This design comes from an exercise in tuning for small area on the open sky130 flow, not from production work. The RTL was checked by simulation tests, not by an equivalence proof against the original design. No activity file was given, so power comes from the tool's default toggle rates.

**design/flow/run.sh**
```bash
#!/bin/bash
# synth_recipe.tcl (not shown) runs the flow's synth.tcl, then flattens the netlist and writes it again
# the make line also repeats each setting of config.mk as NAME=value (left out here)
make -C /OpenROAD-flow-scripts/flow DESIGN_CONFIG=/design/flow/config.mk WORK_HOME=/design/flow/orfs CLKGATE_MAP_FILE= SYNTH_SCRIPT=/design/flow/synth_recipe.tcl finish
```
**design/flow/config.mk**
```make
export PLATFORM = sky130hd
export DESIGN_NAME = uartBridgeTop
export DESIGN_NICKNAME = uartBridgeTop
export VERILOG_FILES = /design/flow/design.v
export SDC_FILE = /design/flow/constraint.sdc
export NUM_CORES = 4
export LEC_CHECK = 0
export CAP_MARGIN = 20
export CORE_MARGIN = 2
export CORE_UTILIZATION = 30
export PLACE_DENSITY = 0.5
export SLEW_MARGIN = 40
```
**design/flow/constraint.sdc**
```tcl
create_clock -name core_clock -period 10.0 [get_ports {sys_clk}]
set_input_delay 2.0000 -clock core_clock [delete_from_list [all_inputs] [get_ports {sys_clk}]]
set_output_delay 2.0000 -clock core_clock [all_outputs]
set_load 0.01 [all_outputs]
```
**design/flow/design.v**
```verilog
package uartBridge_pkg;
    typedef logic [22:0] memAddr_t;     
    typedef logic [15:0] memWord_t;     
    typedef struct packed {
        logic [7:0]  opcode;            
        logic        addrTop;           
        memAddr_t    addr;
        logic [15:0] pad;               
    } readFrame_s;
    typedef struct packed {
        logic [7:0]  opcode;            
        logic        addrTop;           
        memAddr_t    addr;
        memWord_t    data;              
    } writeFrame_s;
    typedef union packed {
        readFrame_s  rd;
        writeFrame_s wr;
    } cmdFrame_u;
endpackage
`timescale 1ns/1ps
module uartRx (
    input  logic       sys_clk,
    input  logic       arstN,
    input  logic       rxLine,
    output logic [7:0] rxByte,
    output logic       rxStrobe
);
    localparam int CNT_W = $clog2(16);
    localparam logic [CNT_W-1:0] HALF_CNT = CNT_W'(16 / 2);     
    localparam logic [CNT_W-1:0] LAST_CNT = CNT_W'(16 - 1);
    localparam logic [2:0] RX_IDLE  = 3'd0;
    localparam logic [2:0] RX_START = 3'd1;
    localparam logic [2:0] RX_WAIT  = 3'd2;
    localparam logic [2:0] RX_READ  = 3'd3;
    localparam logic [2:0] RX_STOP  = 3'd4;
    logic [1:0]       syncReg;      
    logic             rxSync;
    logic [2:0]       state;
    logic [CNT_W-1:0] clkCnt;       
    logic [2:0]       bitCnt;       
    assign rxSync = syncReg[1];
    always_ff @(posedge sys_clk or negedge arstN) begin
        if (!arstN) begin
            syncReg  <= 2'b11;      
            state    <= RX_IDLE;
            clkCnt   <= '0;
            bitCnt   <= '0;
            rxStrobe <= 1'b0;
        end else begin
            syncReg  <= {syncReg[0], rxLine};
            rxStrobe <= 1'b0;
            case (state)
                RX_IDLE: begin
                    if (!rxSync) begin              
                        state  <= RX_START;
                        clkCnt <= CNT_W'(1);        
                        bitCnt <= '0;
                    end
                end
                RX_START: begin
                    if (clkCnt == HALF_CNT) begin
                        state  <= rxSync ? RX_IDLE : RX_WAIT;     
                        clkCnt <= CNT_W'(1);
                    end else
                        clkCnt <= clkCnt + 1'b1;
                end
                RX_WAIT: begin
                    if (clkCnt == LAST_CNT)
                        state <= RX_READ;           
                    else
                        clkCnt <= clkCnt + 1'b1;
                end
                RX_READ: begin
                    clkCnt <= CNT_W'(1);
                    bitCnt <= bitCnt + 3'd1;
                    state  <= (bitCnt == 3'd7) ? RX_STOP : RX_WAIT;
                end
                RX_STOP: begin
                    if (clkCnt == LAST_CNT) begin
                        state    <= RX_IDLE;        
                        rxStrobe <= 1'b1;
                    end else
                        clkCnt <= clkCnt + 1'b1;
                end
                default: state <= RX_IDLE;
            endcase
        end
    end
    always_ff @(posedge sys_clk) begin
        if (state == RX_READ)
            rxByte <= {rxSync, rxByte[7:1]};
    end
endmodule
`timescale 1ns/1ps
module uartTx (
    input  logic                    sys_clk,
    input  logic                    arstN,
    input  logic                    sendStrobe,
    input  uartBridge_pkg::memWord_t sendWord,
    output logic                    txLine
);
    localparam int CNT_W = $clog2(16);
    localparam logic [CNT_W-1:0] LAST_CNT = CNT_W'(16 - 1);
    localparam logic [1:0] TX_IDLE  = 2'd0;
    localparam logic [1:0] TX_START = 2'd1;
    localparam logic [1:0] TX_DATA  = 2'd2;
    localparam logic [1:0] TX_STOP  = 2'd3;
    logic [1:0]       state;
    logic [CNT_W-1:0] clkCnt;       
    logic [2:0]       bitCnt;       
    logic             byteSel;      
    uartBridge_pkg::memWord_t txWord;       
    logic [7:0]       curByte;
    logic             bitEnd;       
    assign curByte = byteSel ? txWord[15:8] : txWord[7:0];
    assign bitEnd  = (clkCnt == LAST_CNT);
    always_ff @(posedge sys_clk or negedge arstN) begin
        if (!arstN) begin
            state   <= TX_IDLE;
            clkCnt  <= '0;
            bitCnt  <= '0;
            byteSel <= 1'b0;
            txLine  <= 1'b1;        
        end else begin
            if (state != TX_IDLE)
                clkCnt <= bitEnd ? '0 : clkCnt + 1'b1;
            case (state)
                TX_IDLE: begin
                    clkCnt <= '0;
                    if (sendStrobe) begin
                        state   <= TX_START;
                        byteSel <= 1'b0;
                        txLine  <= 1'b0;            
                    end
                end
                TX_START: begin
                    if (bitEnd) begin
                        state  <= TX_DATA;
                        bitCnt <= '0;
                        txLine <= curByte[0];       
                    end
                end
                TX_DATA: begin
                    if (bitEnd) begin
                        if (bitCnt == 3'd7) begin
                            state  <= TX_STOP;
                            txLine <= 1'b1;
                        end else begin
                            bitCnt <= bitCnt + 3'd1;
                            txLine <= curByte[bitCnt + 3'd1];
                        end
                    end
                end
                TX_STOP: begin
                    if (bitEnd) begin
                        if (byteSel)
                            state <= TX_IDLE;       
                        else begin
                            byteSel <= 1'b1;        
                            state   <= TX_START;
                            txLine  <= 1'b0;
                        end
                    end
                end
                default: state <= TX_IDLE;
            endcase
        end
    end
    always_ff @(posedge sys_clk) begin
        if (state == TX_IDLE && sendStrobe)
            txWord <= sendWord;
    end
endmodule
`timescale 1ns/1ps
module cmdParser (
    input  logic       sys_clk,
    input  logic       arstN,
    input  logic [7:0] rxByte,
    input  logic       rxStrobe,
    output logic       memReqValid,     
    output logic       memReqWrite,     
    output logic [22:0] memReqAddr,     
    output logic [15:0] memReqData,     
    output logic       cmdError
);
    logic [2:0] byteCnt;        
    uartBridge_pkg::cmdFrame_u frame;          
    uartBridge_pkg::cmdFrame_u nextFrame;      
    logic       isWriteCmd;     
    logic [2:0] lastIdx;        
    logic       lastByte;
    logic       isClear;
    logic       isOpcode;       
    logic       frameDone;      
    always_comb begin
        nextFrame = frame;
        nextFrame[47 - 8 * byteCnt -: 8] = rxByte;
    end
    assign isWriteCmd = (frame.wr.opcode == 8'h57);
    assign lastIdx    = isWriteCmd ? 3'd5 : 3'd3;      
    assign lastByte   = (byteCnt == lastIdx);
    assign isClear    = (rxByte == 8'h2F);
    assign isOpcode   = (rxByte == 8'h52) || (rxByte == 8'h57);
    assign frameDone  = rxStrobe && (byteCnt != 3'd0) && lastByte && !isClear;
    always_ff @(posedge sys_clk or negedge arstN) begin
        if (!arstN) begin
            byteCnt      <= '0;
            memReqValid <= 1'b0;
            cmdError     <= 1'b0;
        end else begin
            memReqValid <= 1'b0;           
            cmdError     <= 1'b0;
            if (rxStrobe) begin
                if (isClear) begin
                    byteCnt <= '0;          
                end else if (byteCnt == 3'd0) begin
                    if (isOpcode)
                        byteCnt <= 3'd1;
                    else
                        cmdError <= 1'b1;   
                end else if (lastByte) begin
                    byteCnt      <= '0;
                    memReqValid <= 1'b1;   
                end else begin
                    byteCnt <= byteCnt + 3'd1;
                end
            end
        end
    end
    always_ff @(posedge sys_clk) begin
        if (rxStrobe)
            frame <= nextFrame;
        if (frameDone) begin
            memReqWrite <= isWriteCmd;
            memReqAddr <= nextFrame.rd.addr;     
            if (isWriteCmd)
                memReqData <= nextFrame.wr.data;     
        end
    end
endmodule
`timescale 1ns/1ps
module wordStore (
    input  logic        sys_clk,
    input  logic        arstN,
    input  logic        memReqValid,
    input  logic        memReqWrite,
    input  logic [22:0] memReqAddr,
    input  logic [15:0] memReqData,
    output logic        memRdValid,     
    output logic [15:0] memRdData
);
    localparam int IDX_W = $clog2(128);
    uartBridge_pkg::memWord_t memArr [128];     
    logic [IDX_W-1:0] idx;
    logic             rdReq;
    logic             wrReq;
    assign idx   = memReqAddr[IDX_W-1:0];    
    assign rdReq = memReqValid && !memReqWrite;
    assign wrReq = memReqValid && memReqWrite;
    always_ff @(posedge sys_clk or negedge arstN) begin
        if (!arstN) begin
            for (int i = 0; i < 128; i++)
                memArr[i] <= '0;
            memRdValid <= 1'b0;
        end else begin
            memRdValid <= rdReq;          
            if (wrReq)
                memArr[idx] <= memReqData;
        end
    end
    always_ff @(posedge sys_clk) begin
        if (rdReq)
            memRdData <= memArr[idx];
    end
endmodule
`timescale 1ns/1ps
module uartBridgeTop (
    input  logic sys_clk,
    input  logic arstN,
    input  logic uartRxLine,
    output logic uartTxLine,
    output logic cmdError
);
    logic [7:0] rxByte;         
    logic       rxStrobe;       
    logic        memReqValid;
    logic        memReqWrite;
    logic [22:0] memReqAddr;
    logic [15:0] memReqData;
    logic        memRdValid;
    logic [15:0] memRdData;
    uartRx rxUnit (
        .sys_clk  (sys_clk),
        .arstN    (arstN),
        .rxLine   (uartRxLine),
        .rxByte   (rxByte),
        .rxStrobe (rxStrobe)
    );
    cmdParser parser (
        .sys_clk  (sys_clk),
        .arstN    (arstN),
        .rxByte   (rxByte),
        .rxStrobe (rxStrobe),
        .memReqValid (memReqValid),
        .memReqWrite (memReqWrite),
        .memReqAddr  (memReqAddr),
        .memReqData  (memReqData),
        .cmdError (cmdError)
    );
    wordStore store (
        .sys_clk (sys_clk),
        .arstN   (arstN),
        .memReqValid (memReqValid),
        .memReqWrite (memReqWrite),
        .memReqAddr  (memReqAddr),
        .memReqData  (memReqData),
        .memRdValid  (memRdValid),
        .memRdData   (memRdData)
    );
    uartTx txUnit (
        .sys_clk    (sys_clk),
        .arstN      (arstN),
        .sendStrobe (memRdValid),
        .sendWord   (memRdData),
        .txLine     (uartTxLine)
    );
endmodule
```
==> notes.md <==
Pleak = 55.01 nW
Final setup fails = 0
Synth area leaders = dfrtp_1 (53%), mux2_2 (24%), a22oi_1 (4.5%), edfxtp_1 (2.9%), clkbuf_1 (1.2%)
Area Growth Syn to Fin = 18.85%
Ys async rst share = 95.63%
Max-Cap Viols = 0
Gr usage total = 38.52%
Drt first pass iters = 6
Syn_nets = 7,102
Status = timing/DRC/antenna clean
First-pass GRT wire length = 822,000 um
Seq cells post-synth = 2,173
DP HPWL = 439,400 um
Setup CP Type = register to register
Crit end category = register
Worst Path Arrival = 6.73 ns
Post-synthesis cell area = 0.09733 mm2
Postcts setup bufs = 0
Iter 0 DRT Violations = 12,560
Power Total = 0.01932 W
Post-DR wirelength/cell = 54.72 um
PostCTS Resize Cnt = 0
Final hold vios = 0
Commonest non-fill, non-tap cell in the layout = dfrtp_1
Multi-input gate area = 0.04089 mm2
Most frequent cells in the layout = dfrtp_1 (2,075), mux2_2 (2,074), a22oi_1 (572)
PwrDens = 167.0 mW/mm2
Vias = 78,400
Number of buffers created by CTS = 269
Synth top area share = 53.35%
Remaining global-route overflow = 0
Initial antenna violation count = 124
Worst-path clk slew = 0.06 ns
Core ar. = 0.3235 mm2
Die H = 573.6 um
Final setup TNS = 0 ns
Hold-fix buffers, CTS = 0
# port buffers = 4
I/O pin count = 5
Starting Density = 30.09%
Hold Path Class = register to register
Pins over their slew limit = 0
Post-Syn Area per Cell = 13.75 um2
Max transition margin = 22.55%
Die Span X = 573.6 um
Longest Clk Path Bufs = 4
Fillers = 31,190
Yosys top cell by area = dfrtp_1
Fin nets = 7,310
Post-layout min period = 6.110 ns
Rows = 209
Setup Skew = 0.08342 ns
Syn. warnings = 5
Clock sink count = 2,173
Die area = 0.3290 mm2
RSZ-0062 raised after global routing = false
Reg area = 0.05486 mm2
Worst skew pair latency = 0.96 ns
Largest net degree at the start of global routing = 145
Worst EP required = 10.62 ns
Worst Max-Slew Pin Slew = 1.162 ns
CP max FO = 24
CTS Root Cell = clkbuf_16
Period utilization = 61.10%
Share of layout cells above drive strength 1 = 45.21%
Placer Congestion = 1.035
Post-synthesis sequential area ratio = 56.36%
Unique masters post-synth = 98
Post-Syn Instances = 7,077
Ys flop type = dfrtp_1
Post-synth EDFFs = 95
Worst setup SP type = register
ANT nets after route = 0
Fmax = 0.1637 GHz
Drt total wl = 650,300 um
Vias/cell = 6.597
Drt drc = 0
Vias in the first global route = 72,760
CTS tree = built
Highest ir drop seen on vdd = 0.0001184 V
H-tree depth = 5
==> worst paths after layout <==
path                                 startpoint                   to  slack (ns)  cells past startpoint
min in group asynchronous                 arstN      parser.cmdError        0.98                      1
max reg2reg                parser.memReqAddr[1]   store.memRdData[1]        3.89                     12
min                           rxUnit.syncReg[0]    rxUnit.syncReg[1]        0.35                      0
min reg2reg                   rxUnit.syncReg[0]    rxUnit.syncReg[1]        0.35                      0
max in group asynchronous                 arstN  store.memArr[30][6]        6.39                      6
max                        parser.memReqAddr[1]   store.memRdData[1]        3.89                     12
==> final cells by class <==
cell class | instances | share of cell area (%)
Timing Repair Buffer | 575 | 4.686
Antenna cell | 80 | 0.1731
Multi-Input combinational cell | 4245 | 35.35
Clock buffer | 404 | 6.875
Sequential cell | 2173 | 47.42
Clock inverter | 62 | 0.7507
Inverter | 21 | 0.06815
Tap cell | 4325 | 4.678
==> synth_stat cells, drive strengths merged (53+ instances only) <==
cell type / count
buf: 324
a22o: 115
nand4: 79
o22ai: 82
a21oi: 73
nand2: 119
mux2: 2108
nand3: 53
nor3: 142
o21ai: 55
edfxtp: 95
dfrtp: 2075
nor2: 188
a22oi: 579
clkbuf: 314
a32oi: 77
a221oi: 59
==> power by group <==
group	switching (W)	leakage, nW	internal (W)
sequential	0.0000373	29.6	0.00887
combinational	0.000249	21.0	0.0000680
clock	0.00426	4.34	0.00584
==> through the flow <==
step           area, um2  setup slack [ns]  hold slack, ns  utilization [%]  std cells
2_1_floorplan      97330             7.190          0.3452                -       7077
4_1_cts           115200             4.348          0.3557            35.63      11790
3_5_place_dp      106400             4.323          0.3472            32.90      11330
5_1_grt           115500             4.359          0.3634            35.71      11820
6_report          115700             3.890          0.3540            35.76      11890
3_3_place_gp      104500             3.326          0.3474            32.31      11220
==> cells by family (layout without fill, tap and decap cells) <==
logic type                 Yosys count  in the layout  synth area share [%]
buffers and inverters              659           1062                 3.297
and+or+nand+nor                    836            836                 5.383
adders and majority gates           22             22                0.2905
xor gates and xnor gates             4              4               0.03600
muxes                             2160           2160                 24.99
other                                0             80                     0
DFF                               2173           2173                 56.36
AOI/OAI and AO/OA                 1223           1223                 9.644
==> critical path, stage by stage (launching register included) <==
cell and delay, ns:
edfxtp_1 0.33, buf_4 0.42, buf_4 0.52, nand4bb_2 0.22, buf_4 0.61, nor2_1 0.42
buf_4 0.35, a22oi_1 0.58, o21ai_0 0.22, or4_1 0.77, nor4_2 0.92, buf_4 0.23
a41oi_1 0.11
==> routing by layer <==
layer / up-vias / global-route usage, % / wire length (um)
met3: 1900 / 14.81 / 79060
met4: 50 / 29.08 / 59030
met1: 42540 / 48.22 / 248300
met2: 6585 / 53.27 / 263400
li1: 27330 / - / -
met5: - / 0 / 606
==> registers in the layout, summed over array words and instances, names as in the netlist <==
signal	count
parser.memReqWrite	1
parser.memReqData	16
parser.memReqAddr	7
rxUnit.state	3
txUnit.txLine	1
rxUnit.syncReg	2
txUnit.byteSel	1
store.memRdData	16
txUnit.txWord	16
rxUnit.rxStrobe	1
parser.byteCnt	3
rxUnit.rxByte	8
store.memArr	2048
txUnit.state	2
parser.frame	31
store.memRdValid	1
txUnit.bitCnt	3
txUnit.clkCnt	4
rxUnit.bitCnt	3
parser.cmdError	1
rxUnit.clkCnt	4
parser.memReqValid	1

static timing again, ports no longer ideal:
The flow's constraints put no driver on any port. The routed layout listed below was extracted and timed again, unchanged, in two steps. Step 1 (the two cells are an assumption about what drives the block):
set clk [get_ports {sys_clk}]
set_driving_cell -lib_cell sky130_fd_sc_hd__clkbuf_16 $clk
set_driving_cell -lib_cell sky130_fd_sc_hd__buf_2 [delete_from_list [all_inputs] $clk]
Step 2 also shifts input and output timing later by t, the mid clock arrival at the registers, as if the neighbouring blocks saw the same clock. a / b / c = no drivers / after step 1 / after step 2; a / b = the first two.
t (ns): 1.020
setup slack, ns: 3.890 / 3.890 / 3.890
cell pins on the clock port's net: 1
After both steps this run still meets setup and hold. The setup slack of this run moves by 0.000 ns with the drivers and by 0.000 ns with both steps.
